From an optimization exercise on the open Yosys and OpenROAD flow, aimed at a short achievable clock period and few clock cycles per item; shortcuts taken in it are not production practice.
Only simulation tests tie the RTL to the original design; equivalence was not proved.
The clock port is modelled as an ideal driver, which makes a skipped or thinned clock tree look cheaper than it is; a real chip needs a root buffer or a tree.
Power and IR drop assume default switching activity.

==> inputs of wip/sierra <==
// luby_restart_scheduler
module luby_restart_scheduler #(
    parameter int INDEX_BITS = lrs_pkg::LRS_INDEX_BITS
) (
    input  wire logic                              clk,
    input  wire logic                              rst_n,
    input  wire logic                              cfg_wr_en,
    input  wire logic [lrs_pkg::LRS_UNIT_W-1:0]    cfg_wr_data,
    input  wire logic                              in_valid,
    output logic                                   in_ready,
    input  wire logic [lrs_pkg::LRS_COUNT_W-1:0]   conflict_count,
    output logic                                   out_valid,
    input  wire logic                              out_ready,
    output logic                                   restart,
    output logic [lrs_pkg::LRS_TOTAL_W-1:0]        restart_total
);
clock: 5.0 ns
lec_check: 0
abc_clock_period_in_ps: 2000
cap_margin: 20
core_margin: 2
core_utilization: 60
cts_cluster_diameter: 100
cts_cluster_size: 30
gpl_timing_driven: 1
place_density: 0.75
setup_slack_margin: 3.0
slew_margin: 20
run.sh (not shown) runs the stock make flow with config.mk's settings and CLKGATE_MAP_FILE= SYNTH_SCRIPT=/design/flow/synth_recipe.tcl, a recipe that flattens the netlist after the stock synthesis.
==> inputs of wip/yarrow, as changes to wip/sierra <==
--- a/flow/design.v
+++ b/flow/design.v
@@ -384,11 +384,10 @@
     logic [HI-1:0]          head_hi;
     logic [HI-1:0]          head_hi_up;  
     logic                   head_zero;   
     logic                   head_max;    
     logic [INDEX_BITS-1:0]  out_total;   
-    logic                   out_fire;    
     always_comb
     begin
         for (int t = 0; t < 2; t++)
         begin
             logic          tk;
@@ -440,37 +439,33 @@
     always_ff @(posedge clk or negedge rst_n)
     begin
         if (!rst_n)
         begin
             q_valid   <= '0;
-            q_fire[0] <= 1'b0;
             head_zero <= 1'b1;
         end
         else
         begin
             q_valid <= n_valid[out_ready];
             if (n_load[out_ready])
-                q_fire[0] <= n_hfire[out_ready];
-            if (n_load[out_ready])
                 head_zero <= 1'b0;
         end
     end
     always_ff @(posedge clk)
     begin
-        q_fire[QD-1:1] <= n_fire[out_ready][QD-1:1];
+        q_fire <= n_fire[out_ready];
         if (n_load[out_ready])
         begin
             head_lo  <= h_lo[out_ready];
             head_hi  <= h_hi[out_ready];
             head_max <= h_max[out_ready];
         end
         head_hi_up <= head_hi + HI'(1);
-        out_fire   <= n_load[out_ready] ? n_hfire[out_ready] : q_fire[0];
         out_total  <= n_load[out_ready] ? {h_hi[out_ready], h_lo[out_ready]}
                                         : {head_hi, head_lo};
     end
     assign in_ready      = in_ready_reg;
     assign out_valid     = q_valid[0];
-    assign restart       = out_fire;
+    assign restart       = q_fire[0];
     assign restart_total = LRS_TOTAL_W'(out_total);
 endmodule
 `default_nettype wire
--- a/flow/config.mk
+++ b/flow/config.mk
@@ -6,12 +6,9 @@
 export NUM_CORES = 4
 export LEC_CHECK = 0
 export ABC_CLOCK_PERIOD_IN_PS = 2000
 export CAP_MARGIN = 20
 export CORE_MARGIN = 2
-export CORE_UTILIZATION = 60
-export CTS_CLUSTER_DIAMETER = 100
-export CTS_CLUSTER_SIZE = 30
+export CORE_UTILIZATION = 40
 export GPL_TIMING_DRIVEN = 1
-export PLACE_DENSITY = 0.75
 export SETUP_SLACK_MARGIN = 3.0
 export SLEW_MARGIN = 20
==> qor summary <==
| metric | wip/yarrow | wip/sierra |
|---|---|---|
| Share of the final layout cell area in multi-input gates | 41.0% | 43.1% |
| Global-route wire length before repair | 143000 µm | 143000 µm |
| Number of global-route vias before repair | 24961 | 26083 |
| Worst-case clock skew | 0.0463 ns | 0.0278 ns |
| Proportion of cell area spent on the clock network | 6.49% | 2.45% |
| FF-to-FF setup slack | 3.01 ns | 2.96 ns |
| Fraction of layout cells with a size suffix above 1 | 12.3% | 11.0% |
| Number of cells on the worst reg-to-reg path | 8 | 9 |
| Dpl ws | 1.45 ns | 1.44 ns |
| Outcome | no timing/DRC/antenna violations | no timing/DRC/antenna violations |
| Total power divided by cell area | 586 mW/mm² | 554 mW/mm² |
| Number of well taps | 1155 | 773 |
| Clock-pin slew on the worst setup and hold paths | 0.06 ns | 0.12 ns |
| Initial Util | 40.5% | 60.4% |
| Gp weighted congestion | 0.866 | 0.967 |
| Achievable frequency | 458 MHz | 448 MHz |
| Arrival time at the worst endpoint | 1.18 ns | 1.23 ns |
| Leakage component of the power | 17.0 nW | 16.6 nW |
| Mux cell area share after synthesis | 9.25% | 9.06% |
Testbench counts of wip/sierra, summed over its fixed seeds: cycles 22,528, items 22,400.
Testbench counts of wip/yarrow, summed over its fixed seeds: cycles 22,528, items 22,400.

==> run a <==
luby_restart_scheduler, a different RTL version from the one above (not shown whole).
export LEC_CHECK = 0
export ABC_CLOCK_PERIOD_IN_PS = 2000
export CAP_MARGIN = 20
export CORE_MARGIN = 2
export CORE_UTILIZATION = 40
export GPL_TIMING_DRIVEN = 1
export SETUP_SLACK_MARGIN = 3.0
export SLEW_MARGIN = 20
export SYNTH_HIERARCHICAL = 1
create_clock -name core_clock -period 5.0 [get_ports {clk}]
standard.sh (not shown) runs the stock make flow with config.mk's settings and CLKGATE_MAP_FILE= SYNTH_SCRIPT=/design/flow/synth_recipe.tcl, a recipe that flattens the netlist after the stock synthesis.
==> flow/flow/run.sh <==
#!/bin/bash
# The standard layout, except that the clock tree is built by
# flow/cts_tree.tcl instead of TritonCTS: the clock port drives four root
# buffers, one per sector of the core, and each drives the buffers of its
# clusters of flip-flops. Everything else (synthesis, floorplan, placement,
# the repairs after CTS, routing and finish) is the standard flow.
# make's own output goes to flow_make.log; each ORFS step keeps its log under
# orfs/logs/.
set -euo pipefail
here=$(pwd)
export PRE_CTS_TCL="$here/flow/cts_tree.tcl"
bash standard.sh PRE_CTS_TCL="$PRE_CTS_TCL" finish > "$here/flow_make.log" 2>&1
==> flow/flow/cts_tree.tcl <==
# Clock tree used in place of TritonCTS (sourced as PRE_CTS_TCL; cts.tcl then
# calls clock_tree_synthesis, which this replaces). The flip-flops are split
# into clusters of about equal size by capacitated k-means on their
# locations, with a clkbuf_16 at the centre of each. The cluster buffers are
# split by angle around their centre into four sectors, each with a root
# clkbuf_16 at its centre, driven straight from the clock port. Every
# flip-flop is thus two buffers from the port.
proc clock_tree_synthesis { args } {
  set nclus 32
  set nroot 4
  set bufm  sky130_fd_sc_hd__clkbuf_16
  set rootm sky130_fd_sc_hd__clkbuf_16
  set block [ord::get_db_block]
  set db [ord::get_db]
  set clk [$block findNet clk]
  set sinks {}
  foreach it [$clk getITerms] {
    set inst [$it getInst]
    set bb [$inst getBBox]
    lappend sinks [list $it [expr {([$bb xMin] + [$bb xMax]) / 2.0}] [expr {([$bb yMin] + [$bb yMax]) / 2.0}]]
  }
  set n [llength $sinks]
  puts "cts_tree: $n sinks, $nclus clusters, $nroot roots"
  # k-means on sink locations, seeded along a sorted order
  set sorted [lsort -real -index 1 $sinks]
  set cx {}; set cy {}
  for {set k 0} {$k < $nclus} {incr k} {
    set s [lindex $sorted [expr {int(($k + 0.5) * $n / $nclus)}]]
    lappend cx [lindex $s 1]; lappend cy [lindex $s 2]
  }
  set cap [expr {int(ceil(1.15 * $n / $nclus))}]
  for {set iter 0} {$iter < 30} {incr iter} {
    # capacitated assignment: sinks in order of their best distance
    set cnt [lrepeat $nclus 0]
    set assign {}
    set cand {}
    set idx 0
    foreach s $sinks {
      set x [lindex $s 1]; set y [lindex $s 2]
      set ds {}
      for {set k 0} {$k < $nclus} {incr k} {
        lappend ds [list $k [expr {abs($x - [lindex $cx $k]) + abs($y - [lindex $cy $k])}]]
      }
      lappend cand [list $idx [lsort -real -index 1 $ds]]
      incr idx
    }
    set cand [lsort -real -command {apply {{a b} {expr {[lindex [lindex $a 1] 0 1] < [lindex [lindex $b 1] 0 1] ? -1 : 1}}}} $cand]
    set assign [lrepeat $n -1]
    foreach c $cand {
      foreach kd [lindex $c 1] {
        set k [lindex $kd 0]
        if {[lindex $cnt $k] < $cap} {
          lset cnt $k [expr {[lindex $cnt $k] + 1}]
          lset assign [lindex $c 0] $k
          break
        }
      }
    }
    set sx [lrepeat $nclus 0.0]; set sy [lrepeat $nclus 0.0]
    for {set i 0} {$i < $n} {incr i} {
      set k [lindex $assign $i]
      set s [lindex $sinks $i]
      lset sx $k [expr {[lindex $sx $k] + [lindex $s 1]}]
      lset sy $k [expr {[lindex $sy $k] + [lindex $s 2]}]
    }
    for {set k 0} {$k < $nclus} {incr k} {
      if {[lindex $cnt $k] > 0} {
        lset cx $k [expr {[lindex $sx $k] / [lindex $cnt $k]}]
        lset cy $k [expr {[lindex $sy $k] / [lindex $cnt $k]}]
      }
    }
  }
  set bufmaster [$db findMaster $bufm]
  set rootmaster [$db findMaster $rootm]
  # group the cluster buffers into nroot groups by angle around their centre;
  # one root buffer per group, each driven straight from the clock port
  set mx 0.0; set my 0.0
  for {set k 0} {$k < $nclus} {incr k} { set mx [expr {$mx + [lindex $cx $k]}]; set my [expr {$my + [lindex $cy $k]}] }
  set mx [expr {$mx / $nclus}]; set my [expr {$my / $nclus}]
  set ang {}
  for {set k 0} {$k < $nclus} {incr k} {
    lappend ang [list $k [expr {atan2([lindex $cy $k] - $my, [lindex $cx $k] - $mx)}]]
  }
  set ang [lsort -real -index 1 $ang]
  set group [lrepeat $nclus 0]
  for {set j 0} {$j < $nclus} {incr j} {
    lset group [lindex [lindex $ang $j] 0] [expr {$j * $nroot / $nclus}]
  }
  set rootnets {}
  for {set r 0} {$r < $nroot} {incr r} {
    set gx 0.0; set gy 0.0; set gn 0
    for {set k 0} {$k < $nclus} {incr k} {
      if {[lindex $group $k] == $r} { set gx [expr {$gx + [lindex $cx $k]}]; set gy [expr {$gy + [lindex $cy $k]}]; incr gn }
    }
    set root [odb::dbInst_create $block $rootmaster "clkbuf_root_${r}_clk"]
    $root setLocation [expr {int($gx / $gn)}] [expr {int($gy / $gn)}]
    $root setPlacementStatus PLACED
    set rnet [odb::dbNet_create $block "clknet_root_${r}"]
    $rnet setSigType CLOCK
    [$root findITerm A] connect $clk
    [$root findITerm X] connect $rnet
    lappend rootnets $rnet
  }
  set leafnets {}
  for {set k 0} {$k < $nclus} {incr k} {
    set b [odb::dbInst_create $block $bufmaster "clkbuf_leaf_${k}_clk"]
    $b setLocation [expr {int([lindex $cx $k])}] [expr {int([lindex $cy $k])}]
    $b setPlacementStatus PLACED
    set net [odb::dbNet_create $block "clknet_leaf_${k}"]
    $net setSigType CLOCK
    [$b findITerm A] connect [lindex $rootnets [lindex $group $k]]
    [$b findITerm X] connect $net
    lappend leafnets $net
  }
  for {set i 0} {$i < $n} {incr i} {
    set it [lindex [lindex $sinks $i] 0]
    $it disconnect
    $it connect [lindex $leafnets [lindex $assign $i]]
  }
  puts "cts_tree: cluster sizes [lsort -integer $cnt]"
  set_propagated_clock [all_clocks]
}
==> run b (differences from run a) <==
--- a/flow/design.v
+++ b/flow/design.v
@@ -34,11 +34,11 @@
     logic [GAP_W-1:0]      gap1_reg;
     logic [INDEX_BITS-1:0] us_reg;    
     logic [INDEX_BITS-1:0] u_inc;     
     logic                  wrap;
     assign wrap = us_reg[0];
-    lrs_counter #(.W(INDEX_BITS), .LO(2), .INIT(2), .LAZY(1'b1)) u_u (
+    lrs_counter #(.W(INDEX_BITS), .LO(2), .INIT(2)) u_u (
         .clk   (clk),
         .rst_n (rst_n),
         .inc   (advance && !last && wrap),
         .value (u_reg),
         .value_inc (u_inc)
@@ -92,12 +92,11 @@
     assign gap1 = gap1_reg;
 endmodule
 module lrs_counter #(
     parameter int W    = 32,
     parameter int LO   = 4,
-    parameter int INIT = 0,
-    parameter bit LAZY = 1'b0
+    parameter int INIT = 0
 ) (
     input  wire logic         clk,
     input  wire logic         rst_n,
     input  wire logic         inc,
     output logic [W-1:0]      value,
@@ -105,31 +104,25 @@
 );
     localparam logic [W-1:0] INIT_V = W'(INIT);
     logic [LO-1:0]   lo_reg;
     logic [W-LO-1:0] hi_reg;
     logic [W-LO-1:0] hi_up_reg;    
-    logic            carry_reg;    
     always_ff @(posedge clk or negedge rst_n)
     begin
         if (!rst_n)
         begin
-            lo_reg    <= INIT_V[LO-1:0];
-            hi_reg    <= INIT_V[W-1:LO];
-            carry_reg <= 1'b0;
+            lo_reg <= INIT_V[LO-1:0];
+            hi_reg <= INIT_V[W-1:LO];
         end
         else
         begin
             if (inc)
-                lo_reg <= lo_reg + LO'(1);
-            if (LAZY)
             begin
-                carry_reg <= inc && &lo_reg;
-                if (carry_reg)
+                lo_reg <= lo_reg + LO'(1);
+                if (&lo_reg)
                     hi_reg <= hi_up_reg;
             end
-            else if (inc && &lo_reg)
-                hi_reg <= hi_up_reg;
         end
     end
     always_ff @(posedge clk)
         hi_up_reg <= hi_reg + (W-LO)'(1);
     assign value     = {hi_reg, lo_reg};
@@ -207,41 +200,10 @@
     logic unused_p;
     lrs_gp_tree #(.N(NG)) u_join (
         .g (grp_g), .p (grp_p), .go (c), .po (unused_p));
     assign gt = !(top ^ c);
 endmodule
-module lrs_fire (
-    input  wire logic       clk,
-    input  wire logic       rst_n,
-    input  wire logic       a_valid,    
-    input  wire logic [3:0] a_gt,       
-    output logic            fire,
-    output logic            b_valid     
-);
-    logic gt_prev;
-    logic gt_old;
-    logic prev_fire;    
-    always_ff @(posedge clk or negedge rst_n)
-    begin
-        if (!rst_n)
-        begin
-            b_valid   <= 1'b0;
-            prev_fire <= 1'b0;
-        end
-        else
-        begin
-            b_valid   <= a_valid;
-            prev_fire <= fire;
-        end
-    end
-    always_ff @(posedge clk)
-    begin
-        gt_prev <= prev_fire ? a_gt[1] : a_gt[0];
-        gt_old  <= prev_fire ? a_gt[2] : a_gt[3];
-    end
-    assign fire = b_valid && (prev_fire ? gt_prev : gt_old);
-endmodule
 module lrs_pick #(
     parameter int W = 1
 ) (
     input  wire logic         sel,
     input  wire logic [W-1:0] a1,
@@ -293,10 +255,13 @@
     logic [3:0][12:0]        a2_g;
     logic [3:0][12:0]        a2_p;
     logic [3:0]             a2_top;
     logic [LRS_COUNT_W-1:0] b_count;
     logic                   b_valid;
+    logic                   b_gt_prev;
+    logic                   b_gt_old;
+    logic                   prev_fire;   
     logic [LRS_COUNT_W-1:0] lim_count;
     logic [GAP_W-1:0]       lim_gap;
     logic [INDEX_BITS-1:0]  total;       
     logic [QD-1:0]          q_valid;     
     logic                   q_empty;     
@@ -377,37 +342,34 @@
     for (genvar k = 0; k < 4; k++) begin : g_fin
         lrs_cmp_fin u_fin (
             .grp_g (a2_g[k]), .grp_p (a2_p[k]), .top (a2_top[k]), .gt (a2_gt[k]));
     end
     always_ff @(posedge clk)
-        b_count <= a2_count;
-    logic fire_l;    
-    logic fire_q;    
-    logic b_valid_q;
-    lrs_fire u_fire (
-        .clk (clk), .rst_n (rst_n), .a_valid (a2_valid), .a_gt (a2_gt),
-        .fire (fire), .b_valid (b_valid));
-    lrs_fire u_fire_l (
-        .clk (clk), .rst_n (rst_n), .a_valid (a2_valid), .a_gt (a2_gt),
-        .fire (fire_l), .b_valid ());
-    lrs_fire u_fire_q (
-        .clk (clk), .rst_n (rst_n), .a_valid (a2_valid), .a_gt (a2_gt),
-        .fire (fire_q), .b_valid (b_valid_q));
+    begin
+        b_count   <= a2_count;
+        b_gt_prev <= prev_fire ? a2_gt[1] : a2_gt[0];
+        b_gt_old  <= prev_fire ? a2_gt[2] : a2_gt[3];
+    end
+    assign fire       = b_valid && (prev_fire ? b_gt_prev : b_gt_old);
     assign total_step = fire && !total_max;
     always_ff @(posedge clk or negedge rst_n)
     begin
         if (!rst_n)
         begin
             a2_valid  <= 1'b0;
+            b_valid   <= 1'b0;
+            prev_fire <= 1'b0;
             lim_count  <= '0;
             lim_gap    <= '0;
             total_max  <= 1'b0;
             total_last <= 1'b0;
         end
         else
         begin
             a2_valid  <= a1_valid;
+            b_valid   <= a2_valid;
+            prev_fire <= fire;
             if (fire)
             begin
                 lim_count <= b_count;
                 lim_gap   <= gap0;
             end
@@ -416,11 +378,11 @@
                 total_max  <= total_last;
                 total_last <= total == {{(INDEX_BITS-2){1'b1}}, 2'b01};
             end
         end
     end
-    lrs_counter #(.W(INDEX_BITS), .LO(4), .INIT(0), .LAZY(1'b1)) u_total (
+    lrs_counter #(.W(INDEX_BITS), .LO(4), .INIT(0)) u_total (
         .clk   (clk),
         .rst_n (rst_n),
         .inc   (total_step),
         .value (total),
         .value_inc ()
@@ -433,11 +395,11 @@
         .clk     (clk),
         .rst_n   (rst_n),
         .unit    (unit_reg),
         .reload  (reload_reg),
         .reload2 (reload2_reg),
-        .advance (fire_l && !total_max),
+        .advance (total_step),
         .last    (total_last),
         .gap0    (gap0),
         .gap1    (gap1)
     );
     localparam int LO = 4;
@@ -468,18 +430,18 @@
                 sf[i] = tk ? ((i < QD - 1) ? q_fire[i+1]  : 1'b0) : q_fire[i];
             end
             sv[QD] = 1'b0;
             sf[QD] = 1'b0;
             for (int i = 0; i < QD; i++)
-                wr[i] = b_valid_q && !sv[i] && (i == 0 || sv[i-1]);
+                wr[i] = b_valid && !sv[i] && (i == 0 || sv[i-1]);
             for (int i = 0; i < QD; i++)
             begin
                 n_valid[t][i] = sv[i] || wr[i];
-                n_fire[t][i]  = wr[i] ? fire_q : sf[i];
+                n_fire[t][i]  = wr[i] ? fire : sf[i];
             end
             n_load[t]  = (tk && q_valid[1]) || wr[0];
-            n_hfire[t] = wr[0] ? fire_q : q_fire[1];
+            n_hfire[t] = wr[0] ? fire : q_fire[1];
         end
     end
     logic [1:0][LO-1:0] h_lo;
     logic [1:0][HI-1:0] h_hi;
     logic [1:0]         h_max;
--- a/flow/flow/cts_tree.tcl
+++ b/flow/flow/cts_tree.tcl
@@ -5,11 +5,10 @@
 # split by angle around their centre into four sectors, each with a root
 # clkbuf_16 at its centre, driven straight from the clock port. Every
 # flip-flop is thus two buffers from the port.
 proc clock_tree_synthesis { args } {
   set nclus 32
-  set nroot 4
   set bufm  sky130_fd_sc_hd__clkbuf_16
   set rootm sky130_fd_sc_hd__clkbuf_16
   set block [ord::get_db_block]
   set db [ord::get_db]
   set clk [$block findNet clk]
@@ -72,10 +71,11 @@
   }
   set bufmaster [$db findMaster $bufm]
   set rootmaster [$db findMaster $rootm]
   # group the cluster buffers into nroot groups by angle around their centre;
   # one root buffer per group, each driven straight from the clock port
+  set nroot 4
   set mx 0.0; set my 0.0
   for {set k 0} {$k < $nclus} {incr k} { set mx [expr {$mx + [lindex $cx $k]}]; set my [expr {$my + [lindex $cy $k]}] }
   set mx [expr {$mx / $nclus}]; set my [expr {$my / $nclus}]
   set ang {}
   for {set k 0} {$k < $nclus} {incr k} {
==> run c (differences from run a) <==
--- a/flow/design.v
+++ b/flow/design.v
@@ -280,12 +280,12 @@
 );
     localparam int SEQ_W = $clog2(INDEX_BITS);
     localparam int GAP_W = LRS_UNIT_W + INDEX_BITS - 1;
     localparam int QD    = 5;
     logic [LRS_UNIT_W-1:0]  unit_reg;
-    logic                   reload_reg;
-    logic                   reload2_reg;
+    logic                   reload_n;    
+    logic                   reload2_n;   
     logic                   in_ready_reg;
     logic [2:0]             occ_reg;
     logic [LRS_COUNT_W-1:0] a1_count;
     logic                   a1_valid;
     logic [LRS_COUNT_W-1:0] a2_count;
@@ -330,21 +330,21 @@
     always_ff @(posedge clk or negedge rst_n)
     begin
         if (!rst_n)
         begin
             unit_reg    <= LRS_UNIT_RESET;
-            reload_reg  <= 1'b1;
-            reload2_reg <= 1'b1;
+            reload_n    <= 1'b0;
+            reload2_n   <= 1'b0;
             occ_reg     <= '0;
             a1_valid    <= 1'b0;
         end
         else
         begin
             if (cfg_wr_en)
                 unit_reg <= cfg_wr_data;
-            reload_reg  <= cfg_wr_en;    
-            reload2_reg <= reload_reg;
+            reload_n    <= !cfg_wr_en;   
+            reload2_n   <= reload_n;
             occ_reg     <= occ_next;
             a1_valid    <= accept;
         end
     end
     always_ff @(posedge clk)
@@ -431,39 +431,42 @@
         .GAP_W      (GAP_W)
     ) u_luby (
         .clk     (clk),
         .rst_n   (rst_n),
         .unit    (unit_reg),
-        .reload  (reload_reg),
-        .reload2 (reload2_reg),
+        .reload  (!reload_n),
+        .reload2 (!reload2_n),
         .advance (fire_l && !total_max),
         .last    (total_last),
         .gap0    (gap0),
         .gap1    (gap1)
     );
     localparam int LO = 4;
     localparam int HI = INDEX_BITS - LO;
-    logic [1:0][QD-1:0]     n_valid;
-    logic [1:0][QD-1:0]     n_fire;
-    logic [1:0]             n_load;      
-    logic [1:0]             n_hfire;     
+    logic [3:0][QD-1:0]     n_valid;
+    logic [3:0][QD-1:0]     n_fire;
+    logic [3:0]             n_load;      
+    logic [3:0]             n_hfire;     
     logic [LO-1:0]          head_lo;
     logic [HI-1:0]          head_hi;
     logic [HI-1:0]          head_hi_up;  
-    logic                   head_zero;   
+    logic                   head_live;   
+    logic                   head_zero;
     logic                   head_max;    
     logic [INDEX_BITS-1:0]  out_total;   
     logic                   out_fire;    
     always_comb
     begin
-        for (int t = 0; t < 2; t++)
+        for (int c = 0; c < 4; c++)
         begin
             logic          tk;
+            logic          f;
             logic [QD:0]   sv;
             logic [QD:0]   sf;
             logic [QD-1:0] wr;
-            tk = (t == 1) && !q_empty;
+            tk = c[1] && !q_empty;
+            f  = c[0];
             for (int i = 0; i < QD; i++)
             begin
                 sv[i] = tk ? ((i < QD - 1) ? q_valid[i+1] : 1'b0) : ((i == 0) ? !q_empty : q_valid[i]);
                 sf[i] = tk ? ((i < QD - 1) ? q_fire[i+1]  : 1'b0) : q_fire[i];
             end
@@ -471,82 +474,91 @@
             sf[QD] = 1'b0;
             for (int i = 0; i < QD; i++)
                 wr[i] = b_valid_q && !sv[i] && (i == 0 || sv[i-1]);
             for (int i = 0; i < QD; i++)
             begin
-                n_valid[t][i] = sv[i] || wr[i];
-                n_fire[t][i]  = wr[i] ? fire_q : sf[i];
+                n_valid[c][i] = sv[i] || wr[i];
+                n_fire[c][i]  = wr[i] ? f : sf[i];
             end
-            n_load[t]  = (tk && q_valid[1]) || wr[0];
-            n_hfire[t] = wr[0] ? fire_q : q_fire[1];
+            n_load[c]  = (tk && q_valid[1]) || wr[0];
+            n_hfire[c] = wr[0] ? f : q_fire[1];
         end
     end
-    logic [1:0][LO-1:0] h_lo;
-    logic [1:0][HI-1:0] h_hi;
-    logic [1:0]         h_max;
+    logic [3:0][LO-1:0] h_lo;
+    logic [3:0][HI-1:0] h_hi;
+    logic [3:0]         h_max;
+    assign head_zero = !head_live;
     always_comb
     begin
-        for (int t = 0; t < 2; t++)
+        for (int c = 0; c < 4; c++)
         begin
             logic step;
-            step = n_hfire[t] && (head_zero || !head_max);
+            step = n_hfire[c] && (head_zero || !head_max);
             if (head_zero)
             begin
-                h_lo[t]  = LO'(n_hfire[t]);
-                h_hi[t]  = '0;
-                h_max[t] = 1'b0;
+                h_lo[c]  = LO'(n_hfire[c]);
+                h_hi[c]  = '0;
+                h_max[c] = 1'b0;
             end
             else
             begin
-                h_lo[t]  = step ? head_lo + LO'(1) : head_lo;
-                h_hi[t]  = (step && &head_lo) ? head_hi_up : head_hi;
-                h_max[t] = head_max || (step && {head_hi, head_lo} == {{(INDEX_BITS-1){1'b1}}, 1'b0});
+                h_lo[c]  = step ? head_lo + LO'(1) : head_lo;
+                h_hi[c]  = (step && &head_lo) ? head_hi_up : head_hi;
+                h_max[c] = head_max || (step && {head_hi, head_lo} == {{(INDEX_BITS-1){1'b1}}, 1'b0});
             end
         end
     end
     localparam int SW = 2 * QD + 2 + INDEX_BITS;
+    localparam int OW = 2 + INDEX_BITS;
+    logic [3:0][SW-1:0] st_c;
+    logic [3:0][OW-1:0] out_c;
     logic [1:0][SW-1:0] st_opt;
+    logic [1:0][OW-1:0] out_opt;
     logic [SW-1:0]      st_int;
-    logic [QD+INDEX_BITS:0] out_opt [2];
-    logic [QD+INDEX_BITS:0] st_out;
+    logic [OW-1:0]      st_out;
     always_comb
     begin
-        for (int t = 0; t < 2; t++)
+        for (int c = 0; c < 4; c++)
         begin
-            st_opt[t] = {n_valid[t],
-                         n_fire[t][QD-1:1],
-                         n_load[t] ? n_hfire[t] : q_fire[0],
-                         head_zero && !n_load[t],
-                         n_load[t] ? h_max[t] : head_max,
-                         n_load[t] ? {h_hi[t], h_lo[t]} : {head_hi, head_lo}};
-            out_opt[t] = {n_valid[t][0],
-                          {(QD-1){1'b0}},
-                          n_load[t] ? n_hfire[t] : q_fire[0],
-                          n_load[t] ? {h_hi[t], h_lo[t]} : {head_hi, head_lo}};
+            st_c[c]  = {n_valid[c],
+                        n_fire[c][QD-1:1],
+                        n_load[c] ? n_hfire[c] : q_fire[0],
+                        head_live || n_load[c],
+                        n_load[c] ? h_max[c] : head_max,
+                        n_load[c] ? {h_hi[c], h_lo[c]} : {head_hi, head_lo}};
+            out_c[c] = {n_valid[c][0],
+                        n_load[c] ? n_hfire[c] : q_fire[0],
+                        n_load[c] ? {h_hi[c], h_lo[c]} : {head_hi, head_lo}};
         end
     end
+    for (genvar t = 0; t < 2; t++) begin : g_pick_fire
+        lrs_pick #(.W(SW)) u_pick_state_f (
+            .sel (fire_q), .a1 (st_c[2*t+1]), .a0 (st_c[2*t]), .y (st_opt[t]));
+        lrs_pick #(.W(OW)) u_pick_out_f (
+            .sel (fire_q), .a1 (out_c[2*t+1]), .a0 (out_c[2*t]), .y (out_opt[t]));
+    end
     lrs_pick #(.W(SW)) u_pick_state (
         .sel (out_ready), .a1 (st_opt[1]), .a0 (st_opt[0]), .y (st_int));
-    lrs_pick #(.W(QD+INDEX_BITS+1)) u_pick_out (
+    lrs_pick #(.W(OW)) u_pick_out (
         .sel (out_ready), .a1 (out_opt[1]), .a0 (out_opt[0]), .y (st_out));
     always_ff @(posedge clk or negedge rst_n)
     begin
         if (!rst_n)
         begin
             q_valid   <= '0;
             q_empty   <= 1'b1;
             out_vld   <= 1'b0;
             q_fire[0] <= 1'b0;
-            head_zero <= 1'b1;
+            head_live <= 1'b0;
         end
         else
         begin
             q_valid   <= st_int[SW-1 -: QD];
             q_empty   <= !st_int[SW-1-QD+1];
-            out_vld   <= st_out[QD+INDEX_BITS];
+            out_vld   <= st_out[INDEX_BITS+1];
             q_fire[0] <= st_int[INDEX_BITS+2];
-            head_zero <= st_int[INDEX_BITS+1];
+            head_live <= st_int[INDEX_BITS+1];
         end
     end
     always_ff @(posedge clk)
     begin
         q_fire[QD-1:1] <= st_int[SW-1-QD -: QD-1];
==> notes.md <==
- Run b never finished: it broke off in clock tree synthesis. Run a went through all stages and came out clean. Run c finished clean.
- Between run a and run c, the lower wire length is in run a (gap about 13%, measured against run c).
- Of run a and run c, run c has the higher design area (gap 8.8%, measured against run c).
- Of run a and run b, run b has the higher synthesized cell count (gap about 4.4%, measured against run b).
- Between run a and run c, the lower clock skew is in run a (gap 0.0077 ns).
- In run a the setup slack is better than in run c, by 0.011 ns.
- In run c the worst hold slack is worse than in run a, by 0.0016 ns.
- Sequential power is about the same in run a and run c.
- Of run b and run a, run a has the higher synthesized area (gap about 0.33%, measured against run a).
Testbench counts of run a, summed over its fixed seeds: cycles 22,528, items 22,400.
Testbench counts of run b, summed over its fixed seeds: cycles 22,528, items 22,400.
Testbench counts of run c, summed over its fixed seeds: cycles 22,528, items 22,400.
In run a and run c the design's own scripts or RTL, not TritonCTS, make the clock network.

port drivers added, routing unchanged:
The results above use ideal ports. As a check the final layouts listed here were re-extracted and re-timed, cells and wires unchanged.
Step 1 sets driving cells, clkbuf_16 on the clock port and buf_2 on the other inputs (assumed; they add their load-dependent delay and slew).
Step 2 adds t to the input delays and takes it off the output delays; t is the mean of the earliest and latest rising clock arrival at the registers after step 1. Input paths then give back, and output paths get back, about the clock's delay inside the block.
a / b / c = ideal ports / drivers / drivers and shift; a / b = the first two.
run | shift t [ns] | slack for setup (ns) | latest minus earliest clock arrival (ns) | pins driven straight from the clock port
wip/sierra | 0.706 | 2.770 / 2.708 / 2.265 | 0.032 / 0.033 | 1
wip/yarrow | 0.699 | 2.817 / 2.750 / 2.339 | 0.049 / 0.048 | 1
run a | 0.532 | 2.775 / 2.775 / 2.378 | 0.068 / 0.067 | 4
run c | 0.544 | 2.764 / 2.764 / 2.640 | 0.065 / 0.064 | 4
After both steps setup and hold are still met in every run listed. The setup slack of wip/sierra, which loses most, moves by -0.062 ns with the drivers and by -0.505 ns with both steps.
